From an optimization exercise on the open Yosys and OpenROAD flow, aimed at small area and a short achievable clock period; shortcuts taken in it are not production practice. Function was checked by simulation only, so behaviour that the tests miss may differ from the original. Power is estimated from default activity; no workload was simulated.

==> flow/design.v <==
`timescale 1ns/100ps
package audio_pkg;
	localparam int CTRL_W = 8;
	localparam int CTRL_IDX_W = $clog2(CTRL_W);
	localparam int STATUS_W = 16;
	typedef enum logic [CTRL_IDX_W-1:0]
	{
		DAC_CLR = 0,
		ADC_CLR = 1,
		DAC_WR  = 2,
		ADC_RD  = 3
	} ctrl_bit_e;
	typedef struct packed
	{
		logic wr;
		logic rd;
		logic clr;
	} fifo_req_t;
	typedef struct packed
	{
		logic full;
		logic half;
		logic empty;
	} fifo_flags_t;
	localparam int RSVD_W = STATUS_W - 2 * 3;
	typedef struct packed
	{
		logic [RSVD_W-1:0] rsvd;
		fifo_flags_t       adc;
		fifo_flags_t       dac;
	} audio_status_t;
endpackage
`timescale 1ns/100ps
module audio_req_edges
(
	input  logic                         CLOCK_50,
	input  logic                         ar,
	input  logic [audio_pkg::CTRL_W-1:0] host_ctrl,
	input  logic                         adc_lrck,
	input  logic                         dac_lrck,
	output audio_pkg::fifo_req_t         adc_req,
	output audio_pkg::fifo_req_t         dac_req
);
	logic adc_rd_lvl;
	logic dac_wr_lvl;
	logic adc_rd_q;
	logic dac_wr_q;
	logic adc_lrck_q;
	logic dac_lrck_q;
	logic adc_wr_pls;
	logic adc_rd_pls;
	logic dac_wr_pls;
	logic dac_rd_pls;
	assign adc_rd_lvl = host_ctrl[audio_pkg::ADC_RD];
	assign dac_wr_lvl = host_ctrl[audio_pkg::DAC_WR];
	always_ff @(posedge CLOCK_50 or negedge ar)
	begin
		if (!ar)
		begin
			adc_rd_q   <= 1'b0;
			dac_wr_q   <= 1'b0;
			adc_lrck_q <= 1'b0;
			dac_lrck_q <= 1'b0;
		end
		else
		begin
			adc_rd_q   <= adc_rd_lvl;
			dac_wr_q   <= dac_wr_lvl;
			adc_lrck_q <= adc_lrck;
			dac_lrck_q <= dac_lrck;
		end
	end
	assign adc_wr_pls = adc_lrck & ~adc_lrck_q;
	assign adc_rd_pls = adc_rd_lvl & ~adc_rd_q;
	assign dac_wr_pls = dac_wr_lvl & ~dac_wr_q;
	assign dac_rd_pls = dac_lrck & ~dac_lrck_q;
	always_comb
	begin
		adc_req.wr  = adc_wr_pls;
		adc_req.rd  = adc_rd_pls;
		adc_req.clr = host_ctrl[audio_pkg::ADC_CLR];
		dac_req.wr  = dac_wr_pls;
		dac_req.rd  = dac_rd_pls;
		dac_req.clr = host_ctrl[audio_pkg::DAC_CLR];
	end
endmodule
`timescale 1ns/100ps
module sample_fifo
#(
	parameter int SAMPLE_W = 32,
	parameter int DEPTH    = 128
)
(
	input  logic                   CLOCK_50,
	input  logic                   ar,
	input  audio_pkg::fifo_req_t   req,
	input  logic [SAMPLE_W-1:0]    data,
	output logic [SAMPLE_W-1:0]    q,
	output audio_pkg::fifo_flags_t flags
);
	localparam int AW = $clog2(DEPTH);
	localparam int CNT_W = AW + 1;
	logic [SAMPLE_W-1:0] mem [DEPTH];
	logic [AW-1:0] wr_ptr;
	logic [AW-1:0] rd_ptr;
	logic [AW-1:0] rd_ptr_inc;
	logic [CNT_W-1:0] count;
	logic do_wr;
	logic do_rd;
	assign rd_ptr_inc = rd_ptr + 1'b1;
	assign do_rd = req.rd && !req.clr && (count != '0);
	assign do_wr = req.wr && !req.clr && (count != CNT_W'(DEPTH));
	always_ff @(posedge CLOCK_50 or negedge ar)
	begin
		if (!ar)
		begin
			wr_ptr <= '0;
			rd_ptr <= '0;
			count  <= '0;
		end
		else if (req.clr)
		begin
			wr_ptr <= '0;
			rd_ptr <= '0;
			count  <= '0;
		end
		else
		begin
			if (do_wr)
				wr_ptr <= wr_ptr + 1'b1;
			if (do_rd)
				rd_ptr <= rd_ptr_inc;
			case ({do_wr, do_rd})
				2'b10:   count <= count + 1'b1;
				2'b01:   count <= count - 1'b1;
				default: count <= count;
			endcase
		end
	end
	always_ff @(posedge CLOCK_50)
	begin
		if (do_wr)
			mem[wr_ptr] <= data;
	end
	always_ff @(posedge CLOCK_50 or negedge ar)
	begin
		if (!ar)
			q <= '0;
		else if (do_rd && (count > CNT_W'(1)))
			q <= mem[rd_ptr_inc];
		else if (do_wr && ((count == '0) || do_rd))
			q <= data;
	end
	always_comb
	begin
		flags.full  = (count == CNT_W'(DEPTH));
		flags.half  = (count >= CNT_W'(DEPTH / 2));
		flags.empty = (count == '0);
	end
endmodule
`timescale 1ns/100ps
module audio_fifo_bridge
#(
	parameter int SAMPLE_W = 32,
	parameter int DEPTH    = 64
)
(
	input  logic                         CLOCK_50,
	input  logic                         ar,
	input  logic                         adc_lrck,
	input  logic [SAMPLE_W-1:0]          adc_sample,
	input  logic                         dac_lrck,
	output logic [SAMPLE_W-1:0]          dac_sample,
	input  logic [audio_pkg::CTRL_W-1:0] host_ctrl,
	input  logic [SAMPLE_W-1:0]          host_dac_data,
	output logic [SAMPLE_W-1:0]          host_adc_data,
	output audio_pkg::audio_status_t     host_status
);
	audio_pkg::fifo_req_t adc_req;
	audio_pkg::fifo_req_t dac_req;
	audio_pkg::fifo_flags_t adc_flags;
	audio_pkg::fifo_flags_t dac_flags;
	audio_req_edges u_req_edges
	(
		.CLOCK_50 (CLOCK_50),
		.ar       (ar),
		.host_ctrl(host_ctrl),
		.adc_lrck (adc_lrck),
		.dac_lrck (dac_lrck),
		.adc_req  (adc_req),
		.dac_req  (dac_req)
	);
	sample_fifo #(
		.SAMPLE_W(SAMPLE_W),
		.DEPTH   (DEPTH)
	) adc_fifo
	(
		.CLOCK_50(CLOCK_50),
		.ar      (ar),
		.req     (adc_req),
		.data    (adc_sample),
		.q       (host_adc_data),
		.flags   (adc_flags)
	);
	sample_fifo #(
		.SAMPLE_W(SAMPLE_W),
		.DEPTH   (DEPTH)
	) dac_fifo
	(
		.CLOCK_50(CLOCK_50),
		.ar      (ar),
		.req     (dac_req),
		.data    (host_dac_data),
		.q       (dac_sample),
		.flags   (dac_flags)
	);
	assign host_status = {audio_pkg::RSVD_W'(0), adc_flags, dac_flags};
endmodule
==> flow/run.sh <==
#!/bin/bash
# synth_recipe.tcl (not shown) runs the flow's synth.tcl, then flattens the netlist and writes it again
# the make line also repeats each setting of config.mk as NAME=value (left out here)
make -C /OpenROAD-flow-scripts/flow DESIGN_CONFIG=/design/flow/config.mk WORK_HOME=/design/flow/orfs CLKGATE_MAP_FILE= SYNTH_SCRIPT=/design/flow/synth_recipe.tcl finish
==> flow/config.mk <==
export PLATFORM = sky130hd
export DESIGN_NAME = audio_fifo_bridge
export DESIGN_NICKNAME = audio_fifo_bridge
export VERILOG_FILES = /design/flow/design.v
export SDC_FILE = /design/flow/constraint.sdc
export NUM_CORES = 4
export LEC_CHECK = 0
export CAP_MARGIN = 20
export CORE_MARGIN = 2
export CORE_UTILIZATION = 45
export PLACE_DENSITY = 0.6
export SLEW_MARGIN = 20
==> flow/constraint.sdc <==
create_clock -name core_clock -period 4.0 [get_ports {CLOCK_50}]
set_input_delay 0.8000 -clock core_clock [delete_from_list [all_inputs] [get_ports {CLOCK_50}]]
set_output_delay 0.8000 -clock core_clock [all_outputs]
set_load 0.01 [all_outputs]
==> summary.txt, run 1 <==
status = complete, no violations
Final period util = 94.12%
vias in the first global route = 80410
GPL Wtd Cong = 0.8240
Seq/Total Area, Yosys = 77.60%
Pre-Repair DR Iteration Count = 5
DP Worst Slack = 414.2 ps
Initial Utilization = 45.15%
slowest CP cell = clkdlybuf4s50_1
f_max = 0.2656 GHz
Clock Skew = 125.3 ps
Die Wd = 603.9 um
Final Hold Viols = 0
Slew headroom = 20.39%
most frequent cells in the layout = edfxtp_1, mux4_2, nand2_1
WL per Instance = 31.10 um
Residual DRC = 0
Vias/cell = 6.011
Clock transition at path regs = 60 ps
first-pass GRT wire length = 584400 um
Setup-failing EPs final = 0
remaining global-route overflow = 0
Post-Layout Cell Count = 13100
max-slew violations = 0
required time of the critical path = 3200 ps
Die ar. = 364600 um^2
power density cells = 527.6 nW/um^2
commonest non-fill, non-tap cell in the layout = edfxtp_1
Layout area overhead = 15.74%
EDFF count, synth = 4096
CTS sink cnt = 4202
Synth Flop Type = edfxtp_1
Slew @ Worst Pin = 1194 ps
Syn. warnings = 2
initial antenna violation count = 38
htree depth = 5
Placed Instances = 12290
Crit path largest cell delay = 680 ps
Synth cell types = 83
# IOs = 156
Iter 0 DRT Violations = 10330
CTS tree = done
Max Cap Viol = 0
Via Count = 78740
Static Leak = 0.05723 uW
Post-Syn Area = 161900 um^2
CP Capture Type = primary output
clock root cell = clkbuf_16
final critical-path required period = 3765 ps
Async S/R FF share, synth = 2.523%
Setup TNS = 0 ps
crit path kind = register to primary output
die span in y = 603.9 um
Final ANT Viol Nets = 0
#FFs+latches synth = 4202
Max Fanout on Critical Path = 7
WP data arrival = 2960 ps
largest net degree at the start of global routing = 97
crit path launch type = register
GRT Total Usage = 22.26%
Syn Area/Cell = 22.05 um^2
cts bufs inserted = 429
Detailed Route WL = 407300 um
Rows = 220
Hold WC Path Type = primary input to register
Worst VDD drop = 0.0004248 V
RSZ-0062 raised after global routing = no
PortBufs = 141
crit path cell chain = or4_4 -> nor3_4 -> clkdlybuf4s50_1
Core Area = 358700 um^2
cell count after synthesis = 7342
setup ws final = 235.1 ps
worst skew pair latency = 980 ps
post_cts resized = 0
post-DP HPWL = 232600 um
Max clock buf depth = 4
Final nets = 8036
fraction of final layout cells with drive strength greater than 1 = 29.11%
==> where the power goes <==
| part | total [uW] | internal [uW] | switching [uW] |
|---|---|---|---|
| Sequential | 49300 | 48700 | 595 |
| Combinational | 10200 | 4910 | 5330 |
| Clock | 39400 | 22600 | 16800 |
==> area by class of cell <==
cell class | instances | area (um^2)
antenna | 12 | 30.03
clock buffer | 535 | 11300
clock inverter | 261 | 2582
fill | 27530 | 171300
inverter | 13 | 48.80
multi-input combinational | 2711 | 35280
sequential | 4202 | 125700
tap | 4773 | 5972
timing repair buffer | 591 | 6538
==> worst max-delay path, delay by kind of cell, from the launching register on <==
| kind | cells | cell delay, ps |
|---|---|---|
| buffers and inverters | 1 | 680 |
| flip-flops | 1 | 470 |
| AND/OR/NAND/NOR | 2 | 880 |
==> synth_stat cells, drive strengths merged (3+ instances only) <==
cell	count	area share, %
a32oi	77	0.42
inv	13	0.030
and3	5	0.022
or3b	10	0.054
a22oi	9	0.042
o211ai	3	0.017
o21ai	29	0.094
edfxtp	4096	76
xor2	14	0.092
mux2	4	0.028
a31o	3	0.016
a211o	6	0.032
nor3	23	0.097
and2	5	0.019
mux2i	141	0.87
nand2	578	1.3
a21oi	23	0.071
mux4	1102	15
o31ai	8	0.046
ha	12	0.093
dfrtp	106	1.6
nand2b	4	0.015
a221oi	31	0.17
xnor2	13	0.098
or2	3	0.012
or3	8	0.034
nand4	18	0.070
o311ai	14	0.080
buf	264	0.93
nor2	180	0.43
o22ai	34	0.13
o31a	3	0.016
nand3	188	0.59
nor3b	3	0.017
clkbuf	161	0.37
nor2b	11	0.043
a311oi	29	0.20
nand3b	17	0.079
a31oi	72	0.28
==> per-stage QoR <==
stage	instance area, um^2	power, uW	hold slack (ps)	utilization, %
after floorplan	162000	56260	496.6	-
after global routing	187400	101900	104.8	52.25
after CTS	187400	99720	55.92	52.24
after detailed placement	173500	60550	526.2	48.37
final	187400	98870	143.6	52.25
after global placement	173500	60430	515.3	48.37
==> sequential cells by signal, indices dropped and copies added (netlist names), 7 cells and up <==
signal          count
adc_fifo.count      7
adc_fifo.mem     2048
adc_fifo.q         32
dac_fifo.count      7
dac_fifo.mem     2048
dac_fifo.q         32
==> kinds of logic (layout without fill, tap and decap cells) <==
group,count (synthesis),after routing,synth area share (%)
multiplexers,1247,1247,16.23
other,1,22,0.002316
XOR/XNOR,27,27,0.1901
buffers and inverters,438,1400,1.337
AND/OR/NAND/NOR,1061,1061,2.877
adder cells (fa/ha/maj),12,12,0.09272
AO/OA/AOI/OAI,354,354,1.675
flip-flops,4202,4202,77.60
==> repair_timing <==
action | CTS | global route
endpoints found under the hold margin | 35 | 0
hold buffers | 1 | 0
buffers inserted | 0 | 0
==> per-layer routing <==
| layer | routed length, um | part of all wire [%] | GRT usage [%] |
|---|---|---|---|
| met5 | 54 | 0.013 | 0 |
| met4 | 9620 | 2.4 | 5.601 |
| met3 | 35250 | 8.7 | 3.885 |
| met2 | 191500 | 47 | 34.69 |
| met1 | 170900 | 42 | 32.85 |
==> worst paths after layout <==
path                                         start              endpoint  slack, ps  cells past startpoint
worst max-delay path             dac_fifo.count[4]        host_status[0]        240                      3
max in group asynchronous                       ar    dac_fifo.wr_ptr[1]       2650                      3
worst min register to register  adc_fifo.rd_ptr[5]    adc_fifo.rd_ptr[5]        550                      2
worst max register to register  adc_fifo.rd_ptr[0]        adc_fifo.q[21]        450                      8
worst min-delay path             host_dac_data[16]  dac_fifo.mem[61][16]        140                      1
min in group asynchronous                       ar        adc_fifo.q[18]        410                      2
==> inputs of run 2 (changes only) <==
--- a/flow/design.v
+++ b/flow/design.v
@@ -104,17 +104,31 @@
 	logic [AW-1:0] wr_ptr;
-	logic [AW-1:0] rd_ptr;
-	logic [AW-1:0] rd_ptr_inc;
+	logic [AW-1:0] rd_nxt;
 	logic [CNT_W-1:0] count;
+	logic full_q;
+	logic half_q;
+	logic empty_q;
+	logic many_q;
+	logic                stg_we;
+	logic [AW-1:0]       stg_addr;
+	logic [SAMPLE_W-1:0] stg_data;
 	logic do_wr;
 	logic do_rd;
-	assign rd_ptr_inc = rd_ptr + 1'b1;
-	assign do_rd = req.rd && !req.clr && (count != '0);
-	assign do_wr = req.wr && !req.clr && (count != CNT_W'(DEPTH));
-	always_ff @(posedge CLOCK_50 or negedge ar)
-	begin
-		if (!ar)
-		begin
-			wr_ptr <= '0;
-			rd_ptr <= '0;
-			count  <= '0;
+	logic inc;
+	logic dec;
+	logic [SAMPLE_W-1:0] next_head;
+	assign do_rd = req.rd && !req.clr && !empty_q;
+	assign do_wr = req.wr && !req.clr && !full_q;
+	assign inc = do_wr && !do_rd;
+	assign dec = do_rd && !do_wr;
+	always_ff @(posedge CLOCK_50 or negedge ar)
+	begin
+		if (!ar)
+		begin
+			wr_ptr  <= '0;
+			rd_nxt  <= AW'(1);
+			count   <= '0;
+			full_q  <= 1'b0;
+			half_q  <= 1'b0;
+			empty_q <= 1'b1;
+			many_q  <= 1'b0;
 		end
@@ -122,5 +136,9 @@
 		begin
-			wr_ptr <= '0;
-			rd_ptr <= '0;
-			count  <= '0;
+			wr_ptr  <= '0;
+			rd_nxt  <= AW'(1);
+			count   <= '0;
+			full_q  <= 1'b0;
+			half_q  <= 1'b0;
+			empty_q <= 1'b1;
+			many_q  <= 1'b0;
 		end
@@ -131,9 +149,29 @@
 			if (do_rd)
-				rd_ptr <= rd_ptr_inc;
-			case ({do_wr, do_rd})
-				2'b10:   count <= count + 1'b1;
-				2'b01:   count <= count - 1'b1;
-				default: count <= count;
-			endcase
-		end
+				rd_nxt <= rd_nxt + 1'b1;
+			if (inc)
+				count <= count + 1'b1;
+			else if (dec)
+				count <= count - 1'b1;
+			if (inc)
+			begin
+				full_q  <= full_q  || (count == CNT_W'(DEPTH - 1));
+				half_q  <= half_q  || (count == CNT_W'(DEPTH / 2 - 1));
+				empty_q <= 1'b0;
+				many_q  <= many_q  || (count == CNT_W'(1));
+			end
+			else if (dec)
+			begin
+				full_q  <= 1'b0;
+				half_q  <= half_q  && (count != CNT_W'(DEPTH / 2));
+				empty_q <= (count == CNT_W'(1));
+				many_q  <= many_q  && (count != CNT_W'(2));
+			end
+		end
+	end
+	always_ff @(posedge CLOCK_50 or negedge ar)
+	begin
+		if (!ar)
+			stg_we <= 1'b0;
+		else
+			stg_we <= do_wr;
 	end
@@ -141,5 +179,11 @@
 	begin
-		if (do_wr)
-			mem[wr_ptr] <= data;
-	end
+		stg_addr <= wr_ptr;
+		stg_data <= data;
+	end
+	always_ff @(posedge CLOCK_50)
+	begin
+		if (stg_we)
+			mem[stg_addr] <= stg_data;
+	end
+	assign next_head = (stg_we && (stg_addr == rd_nxt)) ? stg_data : mem[rd_nxt];
 	always_ff @(posedge CLOCK_50 or negedge ar)
@@ -148,5 +192,5 @@
 			q <= '0;
-		else if (do_rd && (count > CNT_W'(1)))
-			q <= mem[rd_ptr_inc];
-		else if (do_wr && ((count == '0) || do_rd))
+		else if (do_rd && many_q)
+			q <= next_head;
+		else if (do_wr && (empty_q || do_rd))
 			q <= data;
@@ -155,5 +199,5 @@
 	begin
-		flags.full  = (count == CNT_W'(DEPTH));
-		flags.half  = (count >= CNT_W'(DEPTH / 2));
-		flags.empty = (count == '0);
+		flags.full  = full_q;
+		flags.half  = half_q;
+		flags.empty = empty_q;
 	end
==> run 2 against run 1 <==
The layout now fails its checks (antenna violations); register-to-register slack better by 220 ps; hold slack better by 210 ps; non-clock buffer count up 3; largest power group unchanged; count of clock-buffer cells in the layout up 25; total power down 6.9%; clock skew down 91 ps.
==> summary.txt, run 2 <==
status = failed layout checks
Failed Checks = antenna violations
cts bufs inserted = 427 (-0.47%)
Post-Syn Area = 164700 um^2 (+1.7%)
commonest non-fill, non-tap cell in the layout = edfxtp_1
Layout area overhead = 14.85%
GRT Total Usage = 22.61% (+0.34 points)
final critical-path required period = 3335 ps (-430.1 ps)
Rows = 222 (+0.91%)
placed inst area = 175200 um^2 (+1.0%)
die span in y = 608.9 um (+0.84%)
R2R depth = 6 (-2)
Vias/cell = 6.089 (+1.3%)
Max Fanout on Critical Path = 19 (+12)
Clock Skew = 34.61 ps (-90.64 ps)
Max clock buf depth = 4 (unchanged)
switching power = 18940 uW (-17%)
max-slew violations = 0 (unchanged)
Seq/Total Area, Yosys = 77.39% (-0.21 points)
Pre-Repair DR Iteration Count = 6 (+1)
Slew @ Worst Pin = 1130 ps (-64.43 ps)
worst skew pair latency = 980 ps (about the same)
Residual DRC = 0 (unchanged)
final instance area = 189100 um^2 (+0.91%)
CP Capture Type = register
clock network power share = 43.0% (+3.2 points)
f_max = 0.2999 GHz (+13%)
Syn. warnings = 2 (unchanged)
CTS tree = done
fraction of final layout cells with drive strength greater than 1 = 26.67% (-2.4 points)
Syn Area/Cell = 21.48 um^2 (-2.6%)
Clock transition at path regs = 70 ps (about the same)
Final ANT Viol Nets = 1 (+1)
top post-synthesis cells by area = edfxtp_1, mux4_2, mux2i_1
Die Wd = 608.9 um (+0.84%)
Crit path largest cell delay = 830 ps (+150 ps)
power density cells = 486.6 nW/um^2 (-7.8%)
Worst VDD drop = 0.0004326 V (+1.8%)
vias in the first global route = 82540 (+2.6%)
CTS sink cnt = 4288 (+2.0%)
hold path depth = 1 (unchanged)
Top Registers = adc_fifo.mem x2048, dac_fifo.mem x2048
largest net degree at the start of global routing = 90 (-7.2%)
htree depth = 5 (unchanged)
EDFF count, synth = 4096 (unchanged)
Static Leak = 0.05858 uW (+2.4%)
Setup-failing EPs final = 0 (unchanged)
crit path cell chain = buf_12 -> buf_4 -> mux4_2 -> a22o_1 -> a2111oi_2 -> a41oi_1
Via Count = 81700 (+3.8%)
most frequent cells in the layout = edfxtp_1, mux4_2, clkbuf_16
crit path launch type = register
Iter 0 DRT Violations = 9341 (-9.6%)
post-DP HPWL = 251400 um (+8.1%)
cell count after synthesis = 7667 (+4.4%)
Final Hold Viols = 0 (unchanged)
Synth area leader = edfxtp_1
Initial Utilization = 45.11% (about the same)
Critical R2R Launch = dac_fifo.rd_nxt[0]
post_cts resized = 0 (unchanged)
Final period util = 83.37% (-11 points)
initial antenna violation count = 12 (-68%)
Sequential Power Share = 54.4% (+4.6 points)
Die ar. = 370800 um^2 (+1.7%)
Gate power share = 2.5% (-7.9 points)
GPL Wtd Cong = 0.8178 (-0.75%)
slowest CP cell = a2111oi_2
Async S/R FF share, synth = 2.705% (+0.18 points)
Setup TNS = 0 ps (unchanged)
first-pass GRT wire length = 604000 um (+3.4%)
#FFs+latches synth = 4288 (+2.0%)
remaining global-route overflow = 0 (unchanged)
Commonest cells post-synth = edfxtp_1, mux4_2, mux2i_1, nor2_1, clkbuf_1
Hold WC Path Type = primary input to register
# IOs = 156 (unchanged)
required time of the critical path = 4760 ps (+1560 ps)
most numerous cell in the Yosys netlist = edfxtp_1
WP data arrival = 4090 ps (+1130 ps)
Critical path origin = dac_fifo.rd_nxt[0]
Core Area = 365000 um^2 (+1.8%)
Synth cell types = 77 (-7.2%)
Final nets = 8316 (+3.5%)
crit path kind = register to register
Detailed Route WL = 424500 um (+4.2%)
PortBufs = 141 (unchanged)
share of the synthesized area in the top cell type = 74.70% (-1.3 points)
Switching Fraction = 20.58% (-2.4 points)
WL per Instance = 31.64 um (+1.7%)
Synth Flop Type = edfxtp_1
internal power = 73080 uW (-4.1%)
clock root cell = clkbuf_16
hold_sp = adc_sample[7]
RSZ-0062 raised after global routing = no
Max Cap Viol = 0 (unchanged)
Slew headroom = 24.69% (+4.3 points)
==> run 2: cell types whose count changed in the layout (fill, tap and decap cells not counted), moves of 92 or more <==
cell and change:
mux2i_1 +233, nand3_1 -99, buf_12 -92, nor2_1 +116, nand2_1 -400, mux4_2 -196
==> run 2: final cells by class <==
type / instances / area (um^2)
Antenna cell: 15 / 37.54
Clock buffer: 560 / 11510
Clock inverter: 230 / 2300
Fill cell: 28430 / 175900
Inverter: 31 / 116.4
Multi-Input combinational cell: 2884 / 35810
Sequential cell: 4288 / 127600
Tap cell: 4816 / 6026
Timing Repair Buffer: 594 / 5717
==> run 2: cell families (layout without fill, tap and decap cells) <==
kind of cell	Yosys count	in the layout	share of synthesized area, %
DFF	4288	4288	77.39
xor gates and xnor gates	39	39	0.2074
AOI/OAI and AO/OA	695	695	3.325
other	1	25	0.002277
adders and majority gates	14	14	0.1064
buffers and inverters	504	1415	1.547
and+or+nand+nor	788	788	2.360
muxes	1338	1338	15.06
==> run 2: final timing paths <==
path / endpoint / slack [ps]
worst max-delay path: dac_fifo.q[7] / 670
min in group asynchronous: u_req_edges.dac_lrck_q / 460
max in group asynchronous: adc_fifo.q[27] / 2400
worst min register to register: dac_fifo.stg_addr[5] / 390
worst min-delay path: adc_fifo.stg_data[7] / 350
worst max register to register: dac_fifo.q[7] / 670
==> run 2: per-layer routing <==
layer / vias to the layer above / global-route usage (%) / share of wire (%)
li1: 33440 / - / -
met1: 44120 / 31.48 / 41
met2: 3410 / 36.85 / 48
met3: 724 / 3.172 / 7.2
met4: 8 / 7.741 / 3.6
met5: - / 0 / 0.012
==> run 2: repair_timing <==
item                                    4_1_cts  5_1_grt
hold buffers                                  1        0
endpoints found under the setup margin        0        0
hold endpoints to repair                     55        0
setup buffers                                 0        0
==> run 2: per-stage QoR <==
stage / power, uW / setup slack (ps) / hold slack [ps] / cells / utilization, %
floorplan: 51970 / 292.0 / 355.4 / 7676 / -
global placement: 53320 / 409.5 / 366.0 / 12610 / 48.00
detailed placement: 53410 / 451.7 / 377.5 / 12610 / 48.00
CTS: 92710 / 617.4 / 294.5 / 13400 / 51.79
global route: 94480 / 411.4 / 332.5 / 13400 / 51.80
finish: 92020 / 665.2 / 352.6 / 13420 / 51.81
==> run 2: power by group through the flow <==
stage	combinational, uW	sequential [uW]	clock [uW]
6_report	2340	50100	39600
5_1_grt	2500	50100	41900
2_1_floorplan	1140	50800	0
4_1_cts	2370	50100	40200
3_5_place_dp	2360	51000	0
3_3_place_gp	2320	51000	0
==> run 2: worst max-delay path, delay by kind of cell, from the launching register on <==
family          cells  cell delay, ps
mux                 1             510
flops               1             800
buf+inv             2             460
compound gates      3            1310
==> inputs of run 3 (changes only) <==
--- a/flow/design.v
+++ b/flow/design.v
@@ -102,5 +102,11 @@
 	localparam int CNT_W = AW + 1;
-	logic [SAMPLE_W-1:0] mem [DEPTH];
+	localparam int LO_W = AW / 2;
+	localparam int HI_W = AW - LO_W;
+	localparam int LO_N = 1 << LO_W;
+	localparam int HI_N = 1 << HI_W;
+	localparam int SLOTS = DEPTH - 1;
+	logic [SAMPLE_W-1:0] mem [SLOTS];
 	logic [AW-1:0] wr_ptr;
-	logic [AW-1:0] rd_nxt;
+	logic [LO_N-1:0] rd_lo;
+	logic [HI_N-1:0] rd_hi;
 	logic [CNT_W-1:0] count;
@@ -110,7 +116,5 @@
 	logic many_q;
-	logic                stg_we;
-	logic [AW-1:0]       stg_addr;
-	logic [SAMPLE_W-1:0] stg_data;
 	logic do_wr;
 	logic do_rd;
+	logic mem_wr;
 	logic inc;
@@ -122,2 +126,3 @@
 	assign dec = do_rd && !do_wr;
+	assign mem_wr = do_wr && !empty_q && (many_q || !do_rd);
 	always_ff @(posedge CLOCK_50 or negedge ar)
@@ -127,3 +132,4 @@
 			wr_ptr  <= '0;
-			rd_nxt  <= AW'(1);
+			rd_lo   <= LO_N'(1);
+			rd_hi   <= HI_N'(1);
 			count   <= '0;
@@ -137,3 +143,4 @@
 			wr_ptr  <= '0;
-			rd_nxt  <= AW'(1);
+			rd_lo   <= LO_N'(1);
+			rd_hi   <= HI_N'(1);
 			count   <= '0;
@@ -146,6 +153,18 @@
 		begin
-			if (do_wr)
-				wr_ptr <= wr_ptr + 1'b1;
-			if (do_rd)
-				rd_nxt <= rd_nxt + 1'b1;
+			if (mem_wr)
+				wr_ptr <= (wr_ptr == AW'(SLOTS - 1)) ? '0 : wr_ptr + 1'b1;
+			if (do_rd && many_q)
+			begin
+				if (rd_hi[HI_N-1] && rd_lo[LO_N-2])
+				begin
+					rd_lo <= LO_N'(1);
+					rd_hi <= HI_N'(1);
+				end
+				else
+				begin
+					rd_lo <= {rd_lo[LO_N-2:0], rd_lo[LO_N-1]};
+					if (rd_lo[LO_N-1])
+						rd_hi <= {rd_hi[HI_N-2:0], rd_hi[HI_N-1]};
+				end
+			end
 			if (inc)
@@ -170,20 +189,13 @@
 	end
-	always_ff @(posedge CLOCK_50 or negedge ar)
-	begin
-		if (!ar)
-			stg_we <= 1'b0;
-		else
-			stg_we <= do_wr;
-	end
 	always_ff @(posedge CLOCK_50)
 	begin
-		stg_addr <= wr_ptr;
-		stg_data <= data;
-	end
-	always_ff @(posedge CLOCK_50)
-	begin
-		if (stg_we)
-			mem[stg_addr] <= stg_data;
-	end
-	assign next_head = (stg_we && (stg_addr == rd_nxt)) ? stg_data : mem[rd_nxt];
+		if (req.wr && !full_q)
+			mem[wr_ptr] <= data;
+	end
+	always_comb
+	begin
+		next_head = '0;
+		for (int i = 0; i < SLOTS; i++)
+			next_head = next_head | (mem[i] & {SAMPLE_W{rd_hi[i / LO_N] & rd_lo[i % LO_N]}});
+	end
 	always_ff @(posedge CLOCK_50 or negedge ar)
--- a/flow/config.mk
+++ b/flow/config.mk
@@ -10,3 +10,6 @@
 export CORE_UTILIZATION = 45
+export CTS_CLUSTER_DIAMETER = 80
+export CTS_CLUSTER_SIZE = 30
 export PLACE_DENSITY = 0.6
+export SETUP_SLACK_MARGIN = 1.5
 export SLEW_MARGIN = 20
==> run 3 against run 2 <==
Now clean on timing, DRC and antenna; via count rose by 26%; final area fell by 6.2%; synthesized cell count rose by 15%; die area fell by 6.6%; first-iteration DRC count rose by 140%; final cell count rose by 4.5%; synthesized area fell by 6.6%; critical path depth rose by 3.
==> summary.txt, run 3 <==
status = complete, no violations
Die Wd = 588.5 um (-3.4%)
Clock Skew = 54.65 ps (+20.04 ps)
Syn Area/Cell = 17.49 um^2 (-19%)
RSZ-0062 raised after global routing = yes
reg2reg end = adc_fifo.q[29]
Detailed Route WL = 641300 um (+51%)
Core Area = 339800 um^2 (-6.9%)
largest net degree at the start of global routing = 77 (-14%)
Residual DRC = 0 (unchanged)
setup ws final = 1351 ps (+685.9 ps)
DP Worst Slack = 259.1 ps (-192.7 ps)
placed inst area = 165600 um^2 (-5.5%)
Max Cap Viol = 0 (unchanged)
Synth Flop Type = edfxtp_1
Setup-failing EPs final = 0 (unchanged)
most frequent cells in the layout = edfxtp_1, a22oi_1, buf_4
Synth Area in Compound Gates = 13.55% (+10 points)
GRT Total Usage = 35.48% (+13 points)
Initial Utilization = 45.24% (+0.13 points)
cell count after synthesis = 8791 (+15%)
Post-Syn Area = 153700 um^2 (-6.6%)
CP Capture Type = register
xor/xnor share of the synthesized area = 0.09116% (-0.12 points)
hold_sp = host_dac_data[12]
crit path kind = register to register
remaining global-route overflow = 0 (unchanged)
Syn. warnings = 2 (unchanged)
# IOs = 156 (unchanged)
Top Registers = adc_fifo.mem x2016, dac_fifo.mem x2016
Final period util = 66.22% (-17 points)
CTS tree = done
top post-synthesis cells by area = edfxtp_1, a22oi_1, dfrtp_1
Commonest cells post-synth = edfxtp_1, a22oi_1, clkbuf_1, nor2_1, a21oi_1
Iter 0 DRT Violations = 22140 (+140%)
worst skew pair latency = 980 ps (about the same)
Final ANT Viol Nets = 0 (-1)
f_max = 0.3775 GHz (+26%)
htree depth = 4 (-1)
WP data arrival = 3490 ps (-600 ps)
Critical R2R Launch = adc_fifo.rd_hi[2]
clock root cell = clkbuf_16
Max clock buf depth = 4 (unchanged)
GPL Wtd Cong = 0.8778 (+7.3%)
largest family of logic cells by synthesized area = compound AO/OA/AOI/OAI gates
reg2reg setup slack = 1350 ps (+690 ps)
PortBufs = 141 (unchanged)
Layout area overhead = 15.38%
Vias/cell = 7.321 (+20%)
Post-Synth Adder-Cell Area = 0.1140% (+0.0076 points)
most numerous cell in the Yosys netlist = edfxtp_1
Max Fanout on Critical Path = 30 (+11)
WL per Instance = 45.75 um (+45%)
Final Hold Viols = 0 (unchanged)
Worst VDD drop = 0.0004630 V (+7.0%)
Synth area leader = edfxtp_1
initial antenna violation count = 42 (+30)
Synth cell types = 73 (-5.2%)
#FFs+latches synth = 4166 (-2.8%)
die span in y = 588.5 um (-3.4%)
Post-Synth Simple-Gate Area = 3.430% (+1.1 points)
max-slew violations = 0 (unchanged)
Final nets = 9403 (+13%)
power density cells = 415.3 nW/um^2 (-15%)
Static Leak = 0.05282 uW (-9.8%)
crit path launch type = register
post-DP HPWL = 333700 um (+33%)
fraction of final layout cells with drive strength greater than 1 = 18.15% (-8.5 points)
commonest non-fill, non-tap cell in the layout = edfxtp_1
EDFF count, synth = 4032 (-1.6%)
Die ar. = 346300 um^2 (-6.6%)
share of the synthesized area in the top cell type = 78.77% (+4.1 points)
Seq/Total Area, Yosys = 80.95% (+3.6 points)
Clock transition at path regs = 120 ps (+50 ps)
required time of the critical path = 4840 ps (+80 ps)
first-pass GRT wire length = 833000 um (+38%)
Setup crit end = adc_fifo.q[29]
R2R depth = 9 (+3)
cts bufs inserted = 173 (-59%)
Rows = 214 (-3.6%)
Slew @ Worst Pin = 1162 ps (+32.75 ps)
Hold WC Path Type = primary input to register
CTS sink cnt = 4166 (-2.8%)
Slew headroom = 22.50% (-2.2 points)
Async S/R FF share, synth = 3.217% (+0.51 points)
Pre-Repair DR Iteration Count = 9 (+3)
vias in the first global route = 94540 (+15%)
Critical path origin = adc_fifo.rd_hi[2]
Setup TNS = 0 ps (unchanged)
Via Count = 102600 (+26%)
final critical-path required period = 2649 ps (-685.9 ps)
final instance area = 177400 um^2 (-6.2%)
multiplexer area fraction after synthesis = 0% (-15 points)
-- run 3: changes by cell type in the layout (fill, tap and decap cells not counted), moves of 79 or more --
cell | before | now
a22oi_1 | 96 | 1213
clkdlybuf4s50_1 | 140 | 5
buf_4 | 380 | 489
o22ai_1 | 92 | 266
a222oi_1 | 20 | 249
a21oi_1 | 35 | 359
nor2_1 | 166 | 274
clkbuf_16 | 430 | 193
mux4_2 | 906 | 0
buf_12 | 72 | 261
clkinv_1 | 79 | 0
mux2i_1 | 374 | 0
-- run 3: worst min-delay path by stage --
stage	end	slack [ps]	cells past startpoint
finish	dac_fifo.mem[21][12]	240	1
global route	adc_fifo.mem[28][12]	240	1
CTS	adc_fifo.mem[27][31]	260	1
detailed placement	adc_fifo.full_q	580	1
global placement	dac_fifo.count[4]	580	2
floorplan	adc_fifo.count[0]	500	0
-- run 3: critical path, stage by stage, from the launching register on --
cell and delay, ps:
dfrtp_4 580, buf_4 170, buf_12 130, buf_16 160
a222oi_1 480, o22a_1 200, o221ai_2 100, nor4_1 300
buf_4 250, a31oi_1 90
-- run 3: timing repair --
action	CTS	global route
resized for setup	534	234
pin swaps	87	129
setup buffers	219	74
endpoints found under the hold margin	30	0
gates cloned	11	16
setup endpoints to repair	1187	814
hold buffers	1	0
-- run 3: layout make-up --
class                           instances  area (um^2)
Clock inverter                         59        797.0
Fill cell                           26810       162400
Tap cell                             4536         5675
Timing Repair Buffer                 1021        12340
Inverter                               43        286.5
Multi-Input combinational cell       3908        28770
Sequential cell                      4166       124600
Clock buffer                          257         4810
Antenna cell                           27        67.56
-- run 3: per-stage QoR --
stage | power [uW] | hold slack, ps | utilization, % | std cells
global placement | 51240 | 576.4 | 48.73 | 13350
CTS | 73350 | 259.2 | 51.50 | 13900
detailed placement | 51280 | 579.0 | 48.73 | 13350
finish | 73650 | 240.3 | 52.20 | 14020
floorplan | 49710 | 504.4 | - | 8800
global route | 74910 | 242.3 | 52.18 | 14000
-- run 3: report_power, final --
group          switching [uW]  total (uW)  internal, uW
logic                    1530        2140           608
registers                 346       48300         48000
clock network           13900       23200          9320
total                   15700       73600         57900
-- run 3: cell families (layout without fill, tap and decap cells) --
logic type      after synthesis  after routing
flops                      4166           4166
other cells                   1             37
buf+inv                     726           1380
compound gates             2795           2795
simple gates               1073           1073
xor+xnor                     16             16
fa+ha+maj                    14             14
-- run 3: routing by layer --
| layer | track usage, % | vias to the layer above | wire [um] |
|---|---|---|---|
| li1 | - | 37810 | - |
| met4 | 24.77 | 24 | 58340 |
| met3 | 9.087 | 2494 | 97230 |
| met2 | 54.35 | 10430 | 282500 |
| met5 | 0.09579 | - | 182 |
| met1 | 44.33 | 51860 | 203000 |
==> inputs of run 4 (changes only) <==
--- a/flow/design.v
+++ b/flow/design.v
@@ -102,11 +102,6 @@
 	localparam int CNT_W = AW + 1;
-	localparam int LO_W = AW / 2;
-	localparam int HI_W = AW - LO_W;
-	localparam int LO_N = 1 << LO_W;
-	localparam int HI_N = 1 << HI_W;
 	localparam int SLOTS = DEPTH - 1;
-	logic [SAMPLE_W-1:0] mem [SLOTS];
+	logic [SLOTS-1:0][SAMPLE_W-1:0] mem;
 	logic [AW-1:0] wr_ptr;
-	logic [LO_N-1:0] rd_lo;
-	logic [HI_N-1:0] rd_hi;
+	logic [SLOTS-1:0] rd_sel;
 	logic [CNT_W-1:0] count;
@@ -121,2 +116,3 @@
 	logic dec;
+	logic [SAMPLE_W-1:0] slot_word;
 	logic [SAMPLE_W-1:0] next_head;
@@ -132,4 +128,3 @@
 			wr_ptr  <= '0;
-			rd_lo   <= LO_N'(1);
-			rd_hi   <= HI_N'(1);
+			rd_sel  <= SLOTS'(1);
 			count   <= '0;
@@ -143,4 +138,3 @@
 			wr_ptr  <= '0;
-			rd_lo   <= LO_N'(1);
-			rd_hi   <= HI_N'(1);
+			rd_sel  <= SLOTS'(1);
 			count   <= '0;
@@ -157,13 +151,3 @@
 			begin
-				if (rd_hi[HI_N-1] && rd_lo[LO_N-2])
-				begin
-					rd_lo <= LO_N'(1);
-					rd_hi <= HI_N'(1);
-				end
-				else
-				begin
-					rd_lo <= {rd_lo[LO_N-2:0], rd_lo[LO_N-1]};
-					if (rd_lo[LO_N-1])
-						rd_hi <= {rd_hi[HI_N-2:0], rd_hi[HI_N-1]};
-				end
+				rd_sel <= {rd_sel[SLOTS-2:0], rd_sel[SLOTS-1]};
 			end
@@ -191,10 +175,21 @@
 	begin
-		if (req.wr && !full_q)
-			mem[wr_ptr] <= data;
-	end
-	always_comb
-	begin
-		next_head = '0;
 		for (int i = 0; i < SLOTS; i++)
-			next_head = next_head | (mem[i] & {SAMPLE_W{rd_hi[i / LO_N] & rd_lo[i % LO_N]}});
+			if (req.wr && !full_q && (wr_ptr == AW'(i)))
+				mem[i] <= data;
+	end
+	sample_rd_mux #(
+		.SAMPLE_W(SAMPLE_W),
+		.SLOTS   (SLOTS)
+	) u_rd_mux
+	(
+		.mem(mem),
+		.sel(rd_sel),
+		.q  (slot_word)
+	);
+	always_ff @(posedge CLOCK_50)
+	begin
+		if (req.wr && !many_q)
+			next_head <= data;
+		else
+			next_head <= slot_word;
 	end
@@ -214,2 +209,19 @@
 		flags.empty = empty_q;
+	end
+endmodule
+module sample_rd_mux
+#(
+	parameter int SAMPLE_W = 32,
+	parameter int SLOTS    = 63
+)
+(
+	input  logic [SLOTS-1:0][SAMPLE_W-1:0] mem,
+	input  logic [SLOTS-1:0]               sel,
+	output logic [SAMPLE_W-1:0]            q
+);
+	always_comb
+	begin
+		q = '0;
+		for (int i = 0; i < SLOTS; i++)
+			q = q | (mem[i] & {SAMPLE_W{sel[i]}});
 	end
==> flow/flow/run.sh (new file) <==
#!/bin/bash
set -euo pipefail
export BUFFER_PORTS_ARGS="-buffer_cell sky130_fd_sc_hd__buf_4"
# ORFS keeps each step's full log under orfs/logs/; make's own output goes here
bash standard.sh > standard.log 2>&1
==> flow/standard.sh (new file) <==
#!/bin/bash
# synth_recipe.tcl (not shown) runs the flow's synth.tcl, then flattens the netlist and writes it again
# the make line also repeats each setting of config.mk as NAME=value (left out here)
make -C /OpenROAD-flow-scripts/flow DESIGN_CONFIG=/design/flow/config.mk WORK_HOME=/design/flow/orfs CLKGATE_MAP_FILE= SYNTH_SCRIPT=/design/flow/synth_recipe.tcl "${@:-finish}"
--- a/flow/config.mk
+++ b/flow/config.mk
@@ -13,3 +13,3 @@
 export PLACE_DENSITY = 0.6
-export SETUP_SLACK_MARGIN = 1.5
+export SETUP_SLACK_MARGIN = 1.6
 export SLEW_MARGIN = 20
removed: flow/run.sh
==> run 4 against run 3 <==
Now fails the layout checks on antenna violations; non-clock buffer count shrank 49; register-to-register slack gained 97 ps; via count shrank 0.18%; critical path depth shrank 4; final area is essentially flat; sequential power grew 3%; global-route usage grew 1.7 points; fmax grew 3.8%; utilization shrank 0.54 points.
==> summary.txt, run 4 <==
status = failed layout checks
Failed Checks = antenna violations
crit path launch type = register
CTS sink cnt = 4324 (+3.8%)
max-slew violations = 0 (unchanged)
htree depth = 4 (unchanged)
Synth Flop Type = edfxtp_1
Initial Utilization = 45.23% (about the same)
#FFs+latches synth = 4324 (+3.8%)
Setup TNS = 0 ps (unchanged)
Seq/Total Area, Yosys = 82.55% (+1.6 points)
Residual DRC = 0 (unchanged)
WL per Instance = 48.35 um (+5.7%)
cts bufs inserted = 179 (+3.5%)
Slew @ Worst Pin = 1091 ps (-71.25 ps)
Worst VDD drop = 0.0003331 V (-28%)
Pre-Repair DR Iteration Count = 9 (unchanged)
f_max = 0.3918 GHz (+3.8%)
Core Area = 343000 um^2 (+0.94%)
Vias/cell = 7.398 (+1.1%)
top post-synthesis cells by area = edfxtp_1, a22oi_1, dfrtp_1
PortBufs = 141 (unchanged)
Async S/R FF share, synth = 5.273% (+2.1 points)
Sequential Power Share = 65.8% (+0.2 points)
Switching Fraction = 21.52% (+0.15 points)
remaining global-route overflow = 0 (unchanged)
internal power = 59540 uW (+2.8%)
Top Registers = adc_fifo.mem x2016, dac_fifo.mem x2016
Final Power = 75870 uW (+3.0%)
slowest CP cell = or3b_4
Clock Skew = 96.72 ps (+42.07 ps)
Setup-failing EPs final = 0 (unchanged)
required time of the critical path = 4820 ps (-20 ps)
most numerous cell in the Yosys netlist = edfxtp_1
Post-Syn Area = 155100 um^2 (+0.92%)
vias in the first global route = 92130 (-2.6%)
Final ANT Viol Nets = 1 (+1)
crit path kind = register to register
RSZ-0062 raised after global routing = yes
Iter 0 DRT Violations = 24330 (+9.9%)
Static Leak = 0.05529 uW (+4.7%)
hold slack = 107.6 ps (-132.7 ps)
fraction of final layout cells with drive strength greater than 1 = 17.16% (-0.99 points)
Final Hold Viols = 0 (unchanged)
CP Capture Type = register
GPL Wtd Cong = 0.8815 (+0.42%)
crit path cell chain = or3b_4 -> buf_4 -> nand4_1 -> nor3_1 -> a21oi_1
power density cells = 428.2 nW/um^2 (+3.1%)
Final period util = 63.80% (-2.4 points)
Rows = 215 (+0.47%)
Hold WC Path Type = primary input to register
Post-Layout Cell Count = 13850 (-1.2%)
clock network power share = 31.3% (-0.2 points)
Via Count = 102400 (-0.18%)
Crit path largest cell delay = 580 ps (about the same)
Layout area overhead = 14.21%
commonest non-fill, non-tap cell in the layout = edfxtp_1
Syn. warnings = 3 (+1)
Die ar. = 349500 um^2 (+0.92%)
Slew headroom = 27.25% (+4.8 points)
Detailed Route WL = 669400 um (+4.4%)
Synth area leader = edfxtp_1
largest net degree at the start of global routing = 91 (+18%)
post-DP HPWL = 354300 um (+6.2%)
GRT Total Usage = 37.17% (+1.7 points)
Commonest cells post-synth = edfxtp_1, a22oi_1, clkbuf_1, a221oi_1, a22o_1
Final nets = 9180 (-2.4%)
EDFF count, synth = 4032 (unchanged)
final critical-path required period = 2552 ps (-96.80 ps)
Synth cell types = 57 (-22%)
worst skew pair latency = 1010 ps (+30 ps)
Max Cap Viol = 0 (unchanged)
WP data arrival = 3370 ps (-120 ps)
most frequent cells in the layout = edfxtp_1, a22oi_1, buf_4
cell count after synthesis = 8539 (-2.9%)
Placed Instances = 13160 (-1.4%)
Max Fanout on Critical Path = 22 (-27%)
initial antenna violation count = 55 (+31%)
CTS tree = done
Gate power share = 2.9% (about the same)
Max clock buf depth = 4 (unchanged)
share of the synthesized area in the top cell type = 78.05% (-0.72 points)
Die Wd = 591.2 um (+0.46%)
Clock transition at path regs = 110 ps (about the same)
switching power = 16330 uW (+3.7%)
Syn Area/Cell = 18.17 um^2 (+3.9%)
first-pass GRT wire length = 860100 um (+3.3%)
die span in y = 591.2 um (+0.46%)
clock root cell = clkbuf_16
# IOs = 156 (unchanged)
-- run 4: cells by family (layout without fill, tap and decap cells) --
kind of cell	count (synthesis)	after routing	share of synthesized area (%)
flip-flops	4324	4324	82.55
AO/OA/AOI/OAI	2294	2294	11.59
AND/OR/NAND/NOR	1197	1198	3.762
buffers and inverters	661	1349	1.669
multiplexers	32	32	0.2065
adder cells (fa/ha/maj)	18	18	0.1452
XOR/XNOR	12	12	0.06775
other	1	61	0.002417
-- run 4: layout make-up --
class,instances,area [um^2]
Fill cell,27080,165800
Sequential cell,4324,128500
Multi-Input combinational cell,3564,26200
Timing Repair Buffer,972,10740
Tap cell,4557,5702
Clock buffer,282,5072
Clock inverter,50,656.9
Inverter,45,168.9
Antenna cell,51,127.6
-- run 4: timing repair --
action                                  in CTS  in global routing
pin swaps                                   30                 23
hold buffers                                 5                  0
endpoints found under the setup margin    2505                914
setup buffers                              193                 92
hold endpoints to repair                     9                  0
gates resized for setup                    223                102
gates cloned                                 4                  9
-- run 4: routing by layer --
layer | vias up | share of wire [%] | track usage, %
li1 | 36510 | - | -
met1 | 52050 | 33 | 50.48
met2 | 11450 | 41 | 51.49
met3 | 2385 | 19 | 14.62
met4 | 42 | 7.0 | 19.71
met5 | - | 0.042 | 0
-- run 4: metrics by stage --
step | setup WS [ps] | utilization, % | cell area, um^2
CTS | 1473 | 51.16 | 175500
global placement | 679.3 | 48.55 | 166500
floorplan | 1110 | - | 156300
finish | 1448 | 51.66 | 177200
global route | 1467 | 51.63 | 177100
detailed placement | 675.3 | 48.55 | 166500
-- run 4: power groups by stage --
stage	Combinational (uW)	Sequential (uW)	Clock [uW]
global placement	1930	50900	0
floorplan	551	50900	0
detailed placement	1970	50900	0
finish	2170	49900	23800
CTS	2060	49900	23500
global route	2260	50000	24900
-- run 4: worst max-delay path: cells and delay by family (launching register included) --
family	cells	cell delay (ps)
flip-flops	1	540
buffers and inverters	1	400
AO/OA/AOI/OAI	1	210
AND/OR/NAND/NOR	3	1120
-- run 4: path summary, 6_finish.rpt --
| check | end | depth (start not counted) | slack (ps) | startpoint |
|---|---|---|---|---|
| min in group asynchronous | dac_fifo.wr_ptr[0] | 2 | 410 | ar |
| worst max register to register | adc_fifo.next_head[3] | 5 | 1450 | adc_fifo.many_q |
| max in group asynchronous | adc_fifo.rd_sel[29] | 4 | 2430 | ar |
| worst min-delay path | adc_fifo.many_q | 2 | 110 | host_ctrl[1] |
| worst min register to register | adc_fifo.q[25] | 2 | 480 | adc_fifo.next_head[25] |
| worst max-delay path | adc_fifo.next_head[3] | 5 | 1450 | adc_fifo.many_q |
==> inputs of run 5 (changes only) <==
--- a/flow/design.v
+++ b/flow/design.v
@@ -221,8 +221,94 @@
 );
+	localparam int N = 64;
+	logic [N-1:0][SAMPLE_W-1:0] mem_p;
+	logic [N-1:0]               sel_p;
+	logic [N/2-1:0][SAMPLE_W-1:0] l1_n;
+	logic [N/8-1:0][SAMPLE_W-1:0] l2;
+	logic [N/16-1:0][SAMPLE_W-1:0] l3_n;
 	always_comb
 	begin
-		q = '0;
+		mem_p = '0;
+		sel_p = '0;
 		for (int i = 0; i < SLOTS; i++)
-			q = q | (mem[i] & {SAMPLE_W{sel[i]}});
+		begin
+			mem_p[i] = mem[i];
+			sel_p[i] = sel[i];
+		end
 	end
+	for (genvar i = 0; i < N / 2; i++)
+	begin : g_l1
+		sample_aoi22 #(.W(SAMPLE_W)) u_aoi
+		(
+			.a (mem_p[2*i]),
+			.sa(sel_p[2*i]),
+			.b (mem_p[2*i+1]),
+			.sb(sel_p[2*i+1]),
+			.y (l1_n[i])
+		);
+	end
+	for (genvar i = 0; i < N / 8; i++)
+	begin : g_l2
+		sample_nand4 #(.W(SAMPLE_W)) u_nand
+		(
+			.a(l1_n[4*i]),
+			.b(l1_n[4*i+1]),
+			.c(l1_n[4*i+2]),
+			.d(l1_n[4*i+3]),
+			.y(l2[i])
+		);
+	end
+	for (genvar i = 0; i < N / 16; i++)
+	begin : g_l3
+		sample_nor2 #(.W(SAMPLE_W)) u_nor
+		(
+			.a(l2[2*i]),
+			.b(l2[2*i+1]),
+			.y(l3_n[i])
+		);
+	end
+	sample_nand4 #(.W(SAMPLE_W)) u_out
+	(
+		.a(l3_n[0]),
+		.b(l3_n[1]),
+		.c(l3_n[2]),
+		.d(l3_n[3]),
+		.y(q)
+	);
+endmodule
+module sample_aoi22
+#(
+	parameter int W = 32
+)
+(
+	input  logic [W-1:0] a,
+	input  logic         sa,
+	input  logic [W-1:0] b,
+	input  logic         sb,
+	output logic [W-1:0] y
+);
+	assign y = ~((a & {W{sa}}) | (b & {W{sb}}));
+endmodule
+module sample_nand4
+#(
+	parameter int W = 32
+)
+(
+	input  logic [W-1:0] a,
+	input  logic [W-1:0] b,
+	input  logic [W-1:0] c,
+	input  logic [W-1:0] d,
+	output logic [W-1:0] y
+);
+	assign y = ~(a & b & c & d);
+endmodule
+module sample_nor2
+#(
+	parameter int W = 32
+)
+(
+	input  logic [W-1:0] a,
+	input  logic [W-1:0] b,
+	output logic [W-1:0] y
+);
+	assign y = ~(a | b);
 endmodule
--- a/flow/config.mk
+++ b/flow/config.mk
@@ -15 +15,2 @@
 export SLEW_MARGIN = 20
+export SYNTH_HIERARCHICAL = 1
==> run 5 against run 4 <==
Now clean on timing, DRC and antenna; utilization shrank 2.3 points; wire length fell by 35%; combinational power increased by 14%; clock power down 5%; largest cell class unchanged; largest power group unchanged; highest routed layer unchanged.
==> summary.txt, run 5 <==
internal power = 59340 uW (-0.34%)
CTS sink cnt = 4324 (unchanged)
Clock Skew = 96.14 ps (-0.5822 ps)
Setup TNS = 0 ps (unchanged)
Die ar. = 355600 um^2 (+1.7%)
cell count after synthesis = 8799 (+3.0%)
# IOs = 156 (unchanged)
Top Registers = adc_fifo.mem x2016, dac_fifo.mem x2016
Sequential Power Share = 66.6% (+0.8 points)
largest net degree at the start of global routing = 73 (-20%)
WP data arrival = 3000 ps (-370 ps)
Static Leak = 0.05160 uW (-6.7%)
CP Capture Type = register
first-pass GRT wire length = 611200 um (-29%)
Hold WC Path Type = primary input to register
Seq/Total Area, Yosys = 81.13% (-1.4 points)
Final ANT Viol Nets = 0 (-1)
Commonest cells post-synth = edfxtp_1, a22oi_1, nand4_1, nor2_1, nand2_1
most numerous cell in the Yosys netlist = edfxtp_1
Max Fanout on Critical Path = 32 (+45%)
Synth area leader = edfxtp_1
Post-Syn Area = 157900 um^2 (+1.8%)
final critical-path required period = 2469 ps (-83.50 ps)
f_max = 0.4051 GHz (+3.4%)
Pre-Repair DR Iteration Count = 8 (-1)
vias in the first global route = 82260 (-11%)
GRT Total Usage = 23.98% (-13 points)
Core Area = 349200 um^2 (+1.8%)
Iter 0 DRT Violations = 11670 (-52%)
Residual DRC = 0 (unchanged)
Final period util = 61.71% (-2.1 points)
switching power = 15620 uW (-4.4%)
Final nets = 9132 (-0.52%)
Crit path largest cell delay = 590 ps (about the same)
Async S/R FF share, synth = 5.273% (unchanged)
Final Power = 74960 uW (-1.2%)
required time of the critical path = 4530 ps (-290 ps)
max-slew violations = 0 (unchanged)
clock root cell = clkbuf_16
status = complete, no violations
PortBufs = 141 (unchanged)
EDFF count, synth = 4032 (unchanged)
CTS tree = done
die span in y = 596.3 um (+0.87%)
Post-Route Utilization = 49.32% (-2.3 points)
post-DP HPWL = 245500 um (-31%)
WL per Instance = 31.79 um (-34%)
Synth Flop Type = edfxtp_1
Switching Fraction = 20.84% (-0.69 points)
Slew headroom = 27.61% (+0.36 points)
most frequent cells in the layout = edfxtp_1, a22oi_1, nand4_1
share of the synthesized area in the top cell type = 76.70% (-1.3 points)
htree depth = 4 (unchanged)
remaining global-route overflow = 0 (unchanged)
worst skew pair latency = 940 ps (-70 ps)
crit path launch type = register
power density cells = 435.3 nW/um^2 (+1.6%)
slowest CP cell = dfrtp_1
fraction of final layout cells with drive strength greater than 1 = 13.87% (-3.3 points)
Max Cap Viol = 0 (unchanged)
Synth cell types = 53 (-7.0%)
Rows = 217 (+0.93%)
initial antenna violation count = 20 (-64%)
#FFs+latches synth = 4324 (unchanged)
Setup-failing EPs final = 0 (unchanged)
top post-synthesis cells by area = edfxtp_1, a22oi_1, dfrtp_1
clock network power share = 30.1% (-1.2 points)
Detailed Route WL = 438100 um (-35%)
Initial Utilization = 45.21% (about the same)
Worst VDD drop = 0.0004909 V (+47%)
commonest non-fill, non-tap cell in the layout = edfxtp_1
Placed Instances = 13380 (+1.7%)
Gate power share = 3.3% (+0.4 points)
Die Wd = 596.3 um (+0.87%)
RSZ-0062 raised after global routing = yes
GPL Wtd Cong = 0.8678 (-1.6%)
Final Hold Viols = 0 (unchanged)
crit path kind = register to register
Slew @ Worst Pin = 1086 ps (-5.401 ps)
crit path cell chain = nor2b_1 -> nand2_1 -> nor2_4 -> buf_4
Syn. warnings = 9 (+6)
Max clock buf depth = 4 (unchanged)
Via Count = 86410 (-16%)
Post-Layout Cell Count = 13780 (-0.47%)
Syn Area/Cell = 17.94 um^2 (-1.3%)
cts bufs inserted = 176 (-1.7%)
Clock transition at path regs = 100 ps (about the same)
Vias/cell = 6.270 (-15%)
Layout area overhead = 9.090%
-- run 5: changes by cell type in the layout (fill, tap and decap cells not counted), moves of 118 or more --
| cell | change |
|---|---|
| a221oi_1 | -430 |
| a22o_1 | -439 |
| a22oi_1 | +1020 |
| buf_12 | -174 |
| buf_4 | -363 |
| nand3_1 | -193 |
| nand4_1 | +318 |
| nor2_1 | +118 |
-- run 5: Yosys stat by module, one instance, submodules excluded, a selection --
| module | cells inside | flops+latches | copies in the design | cell area [um^2] |
|---|---|---|---|---|
| audio_fifo_bridge | 11 | 0 | 1 | 78.83 |
| audio_req_edges | 14 | 4 | 1 | 200.2 |
-- run 5: power by group through the flow --
stage | clock (uW) | combinational (uW) | sequential, uW
6_report | 22600 | 2470 | 49900
5_1_grt | 24300 | 2590 | 50000
4_1_cts | 22900 | 2440 | 49900
3_5_place_dp | 0 | 2360 | 50900
3_3_place_gp | 0 | 2280 | 50900
2_1_floorplan | 0 | 738 | 50900
-- run 5: critical path: cells and delay by family, from the launching register on --
kind / cells / cell delay (ps)
simple gates: 3 / 1000
flops: 1 / 590
buf+inv: 1 / 460
-- run 5: path summary, 6_finish.rpt --
kind / endpoint / slack [ps] / depth (start not counted) / start
worst max-delay path: dac_fifo.mem[160] / 1530 / 4 / dac_fifo.wr_ptr[2]
worst min-delay path: u_req_edges.adc_lrck_q / 80 / 1 / adc_lrck
worst max register to register: dac_fifo.mem[160] / 1530 / 4 / dac_fifo.wr_ptr[2]
worst min register to register: dac_fifo.q[31] / 460 / 2 / dac_fifo.next_head[31]
max in group asynchronous: adc_fifo.rd_sel[53] / 2600 / 3 / ar
min in group asynchronous: dac_fifo.q[17] / 380 / 2 / ar
-- run 5: metrics by stage --
step	worst slack, ps	hold WS (ps)	cell area [um^2]
2_1_floorplan	1224	429.2	159400
3_3_place_gp	678.5	441.2	164600
3_5_place_dp	624.1	456.5	164600
4_1_cts	1484	10.60	171500
5_1_grt	1460	33.42	172200
6_report	1531	83.17	172200
-- run 5: area by class of cell --
cell class	count	area (um^2)
diodes	16	40.04
clock buffers	250	4891
clock inverters	53	511.7
fillers	28510	177000
inverters	16	60.06
multi-input cells	4034	27810
flip-flops and latches	4324	128300
well taps	4599	5754
repair buffers	488	4817
-- run 5: logic make-up after synthesis --
kind of cell / share of synthesized area [%]
xor gates and xnor gates: 0.02219
and+or+nand+nor: 4.830
DFF: 81.13
other: 0.007133
AOI/OAI and AO/OA: 10.89
adders and majority gates: 0.1268
muxes: 0.5279
buffers and inverters: 2.468
-- run 5: what timing repair did --
action	CTS	global route
endpoints found under the setup margin	3511	2258
pin swaps	18	8
hold endpoints to repair	70	0
gates resized for setup	277	139
buffers inserted	63	16
hold buffers	4	0
-- run 5: routing by layer --
| metal | wire length, um | vias to the layer above | global-route usage (%) |
|---|---|---|---|
| met4 | 19490 | 10 | 9.849 |
| met5 | 66 | - | 0 |
| met2 | 203000 | 4173 | 37.41 |
| met1 | 174400 | 45180 | 33.56 |
| li1 | - | 36400 | - |
| met3 | 41200 | 642 | 4.111 |
==> inputs of run 6 (changes only) <==
--- a/flow/design.v
+++ b/flow/design.v
@@ -104,3 +104,6 @@
 	logic [SLOTS-1:0][SAMPLE_W-1:0] mem;
-	logic [AW-1:0] wr_ptr;
+	localparam int LO_N = 8;
+	localparam int HI_N = (SLOTS + LO_N - 1) / LO_N;
+	logic [LO_N-1:0] wr_lo;
+	logic [HI_N-1:0] wr_hi;
 	logic [SLOTS-1:0] rd_sel;
@@ -127,3 +130,4 @@
 		begin
-			wr_ptr  <= '0;
+			wr_lo   <= LO_N'(1);
+			wr_hi   <= HI_N'(1);
 			rd_sel  <= SLOTS'(1);
@@ -137,3 +141,4 @@
 		begin
-			wr_ptr  <= '0;
+			wr_lo   <= LO_N'(1);
+			wr_hi   <= HI_N'(1);
 			rd_sel  <= SLOTS'(1);
@@ -148,3 +153,15 @@
 			if (mem_wr)
-				wr_ptr <= (wr_ptr == AW'(SLOTS - 1)) ? '0 : wr_ptr + 1'b1;
+			begin
+				if (wr_hi[(SLOTS - 1) / LO_N] && wr_lo[(SLOTS - 1) % LO_N])
+				begin
+					wr_lo <= LO_N'(1);
+					wr_hi <= HI_N'(1);
+				end
+				else
+				begin
+					wr_lo <= {wr_lo[LO_N-2:0], wr_lo[LO_N-1]};
+					if (wr_lo[LO_N-1])
+						wr_hi <= {wr_hi[HI_N-2:0], wr_hi[HI_N-1]};
+				end
+			end
 			if (do_rd && many_q)
@@ -176,3 +193,3 @@
 		for (int i = 0; i < SLOTS; i++)
-			if (req.wr && !full_q && (wr_ptr == AW'(i)))
+			if (req.wr && !full_q && wr_hi[i / LO_N] && wr_lo[i % LO_N])
 				mem[i] <= data;
==> run 6 against run 5 <==
Count of clock-buffer cells in the layout grew 11; utilization shrank 0.50 points; final cell count shrank 1.2%; setup slack lost 5.7 ps; global-route usage is essentially flat; register-to-register slack gained 30 ps; total power grew 0.73%; flip-flop and latch count grew 20; clock power grew 2%; synthesized cell count shrank 0.93%; largest power group unchanged.
==> summary.txt, run 6 <==
Rows = 217 (unchanged)
Setup TNS = 0 ps (unchanged)
Initial Utilization = 45.25% (about the same)
internal power = 59650 uW (+0.52%)
PortBufs = 141 (unchanged)
Max Cap Viol = 0 (unchanged)
RSZ-0062 raised after global routing = yes
initial antenna violation count = 18 (-10%)
Layout area overhead = 7.900%
Switching Fraction = 21.01% (+0.17 points)
hold slack = 375.5 ps (+292.3 ps)
remaining global-route overflow = 0 (unchanged)
Gate power share = 3.0% (-0.3 points)
Hold Crit Endpoint = dac_fifo.count[2]
status = complete, no violations
Slew @ Worst Pin = 1084 ps (-1.909 ps)
WL per Instance = 32.19 um (+1.3%)
Final Hold Viols = 0 (unchanged)
Top delay family on crit path = flip-flops
DP Worst Slack = 1003 ps (+378.5 ps)
Detailed Route WL = 438100 um (about the same)
cts bufs inserted = 179 (+1.7%)
Critical R2R Launch = dac_fifo.rd_sel[43]
Setup-failing EPs final = 0 (unchanged)
Commonest cells post-synth = edfxtp_1, a22oi_1, nand4_1, nand2_1, nor2_1
Via Count = 85320 (-1.3%)
CTS tree = done
Syn. warnings = 9 (unchanged)
slowest CP cell = dfstp_2
Async S/R FF share, synth = 5.709% (+0.44 points)
htree depth = 4 (unchanged)
Top Registers = adc_fifo.mem x2016, dac_fifo.mem x2016
GRT Total Usage = 23.96% (about the same)
cell count along the critical path = 1 (-3)
setup ws final = 1526 ps (-5.710 ps)
clock root cell = clkbuf_16
Placed Instances = 13260 (-0.90%)
CP Capture Type = primary output
Clock Skew = 99.44 ps (+3.300 ps)
most frequent cells in the layout = edfxtp_1, a22oi_1, nand4_1
EDFF count, synth = 4032 (unchanged)
Max clock buf depth = 4 (unchanged)
reg2reg setup slack = 1560 ps (+30 ps)
vias in the first global route = 82550 (+0.36%)
Pre-Repair DR Iteration Count = 5 (-3)
largest net degree at the start of global routing = 76 (+4.1%)
R2R depth = 6 (+2)
#FFs+latches synth = 4344 (+0.46%)
Worst VDD drop = 0.0004032 V (-18%)
reg2reg end = dac_fifo.next_head[21]
top post-synthesis cells by area = edfxtp_1, a22oi_1, dfrtp_1
commonest non-fill, non-tap cell in the layout = edfxtp_1
clock network power share = 30.5% (+0.4 points)
f_max = 0.4042 GHz (-0.23%)
# IOs = 156 (unchanged)
final critical-path required period = 2474 ps (+5.710 ps)
post-DP HPWL = 248000 um (+1.0%)
share of the synthesized area in the top cell type = 76.58% (-0.12 points)
Seq/Total Area, Yosys = 81.32% (+0.19 points)
cell count after synthesis = 8717 (-0.93%)
hold_sp = host_ctrl[0]
Sequential Power Share = 66.5% (about the same)
crit path launch type = register
fraction of final layout cells with drive strength greater than 1 = 11.98% (-1.9 points)
required time of the critical path = 3200 ps (-1330 ps)
first-pass GRT wire length = 613400 um (+0.35%)
Syn Area/Cell = 18.14 um^2 (+1.1%)
Iter 0 DRT Violations = 11570 (-0.87%)
Synth cell types = 51 (-3.8%)
Synth area leader = edfxtp_1
Core Area = 349400 um^2 (about the same)
Final ANT Viol Nets = 0 (unchanged)
Hold WC Path Type = primary input to register
Residual DRC = 0 (unchanged)
worst skew pair latency = 960 ps (+20 ps)
Final period util = 61.86% (+0.14 points)
hold path depth = 2 (+1)
Slew headroom = 27.74% (+0.13 points)
Max Fanout on Critical Path = 2 (-94%)
Post-Layout Cell Count = 13610 (-1.2%)
Post-Syn Area = 158100 um^2 (+0.16%)
crit path cell chain = buf_6
Static Leak = 0.05137 uW (-0.45%)
Die Wd = 596.8 um (about the same)
GPL Wtd Cong = 0.8413 (-3.1%)
Vias/cell = 6.269 (about the same)
Final nets = 8945 (-2.0%)
max-slew violations = 0 (unchanged)
Synth Flop Type = edfxtp_1
Clock transition at path regs = 110 ps (about the same)
power density cells = 442.6 nW/um^2 (+1.7%)
WP data arrival = 1670 ps (-1330 ps)
WP buf/inv = 1 (unchanged)
CTS sink cnt = 4344 (+0.46%)
Crit path largest cell delay = 600 ps (about the same)
most numerous cell in the Yosys netlist = edfxtp_1
Die ar. = 356100 um^2 (+0.16%)
switching power = 15860 uW (+1.5%)
die span in y = 596.8 um (about the same)
crit path kind = register to primary output
[run 6: cell count changes in the layout (fill, tap and decap cells not counted), sizes merged, moves of 52 or more]
cell,change
a31oi,-70
and3,+122
buf,-108
mux2i,+64
nand2,-52
nor2,-190
o21ai,+56
[run 6: modules after synthesis (local to each module, per instance), excerpt]
module,area (um^2),flip-flops and latches,cells inside,times used
audio_req_edges,200.2,4,14,1
audio_fifo_bridge,78.83,0,11,1
[run 6: worst max path at each step]
stage | slack [ps] | from | end
global placement | 980 | dac_fifo.rd_sel[43] | dac_fifo.next_head[21]
finish | 1530 | dac_fifo.empty_q | host_status[0]
floorplan | 1480 | adc_lrck | adc_fifo.mem[1536]
CTS | 1460 | dac_fifo.empty_q | host_status[0]
global route | 1480 | dac_fifo.empty_q | host_status[0]
detailed placement | 1000 | dac_fifo.rd_sel[43] | dac_fifo.next_head[21]
[run 6: final cells by class]
| class | instances | area [um^2] |
|---|---|---|
| inverter | 12 | 45.04 |
| clock buffer | 261 | 4922 |
| antenna | 12 | 30.03 |
| multi-input combinational | 3944 | 27010 |
| fill | 28480 | 178800 |
| tap | 4599 | 5754 |
| timing repair buffer | 378 | 3430 |
| sequential | 4344 | 128800 |
| clock inverter | 60 | 651.9 |
[run 6: metal layers]
metal	wire [um]	vias up	track usage, %
met5	40	-	0
met4	17930	6	9.062
met3	36390	561	3.819
met2	210700	3785	38.85
met1	173100	44900	32.74
li1	-	36070	-
[run 6: power by group through the flow]
stage / registers (uW) / logic (uW) / clock network [uW]
floorplan: 51100 / 542 / 0
global placement: 51200 / 2080 / 0
detailed placement: 51200 / 2160 / 0
CTS: 50200 / 2230 / 23300
global route: 50200 / 2360 / 24700
finish: 50200 / 2250 / 23000
[run 6: kinds of logic after synthesis]
logic type	after synthesis	share of synthesized area (%)
fa+ha+maj	10	0.07913
other cells	3	0.007122
mux	130	0.8752
buf+inv	510	2.431
compound gates	2288	10.57
xor+xnor	10	0.05539
flops	4344	81.32
simple gates	1422	4.659
[run 6: metrics by stage]
stage / total power [uW] / area [um^2] / utilization [%]
5_1_grt: 77340 / 170600 / 48.82
6_report: 75510 / 170600 / 48.82
2_1_floorplan: 51640 / 158900 / -
3_5_place_dp: 53360 / 164000 / 46.93
3_3_place_gp: 53280 / 164000 / 46.92
4_1_cts: 75730 / 170200 / 48.72
[run 6: timing repair]
item / in CTS / in global routing
endpoints found under the setup margin: 106 / 357
pin swaps: 4 / 14
hold buffers: 5 / 0
buffers inserted: 6 / 9
gates resized for setup: 234 / 85
endpoints found under the hold margin: 51 / 0

==> re-timing with driven ports <==
The results above use ideal ports. As a check the final layouts listed here were re-extracted and re-timed, cells and wires unchanged. Step 1: set_driving_cell puts a clkbuf_16 on CLOCK_50 and a buf_2 on each other input, an assumption about the parent block. Step 2 times the ports against the registers' clock, not the clock port: input delays grow and output delays shrink by t, the midpoint of the rising clock arrivals with the driver on. Three values: no drivers, after step 1, after step 2; two values: the first two.
| run | shift t [ns] | slack for setup (ns) |
|---|---|---|
| run 1 | 1.023 | 0.235 / 0.129 / 0.186 |
| run 2 | 1.058 | 0.665 / 0.665 / 0.418 |
| run 3 | 1.040 | 1.351 / 1.351 / 0.421 |
| run 4 | 1.066 | 1.448 / 1.373 / 0.508 |
| run 5 | 0.998 | 1.531 / 1.452 / 0.916 |
| run 6 | 1.016 | 1.526 / 1.422 / 0.684 |
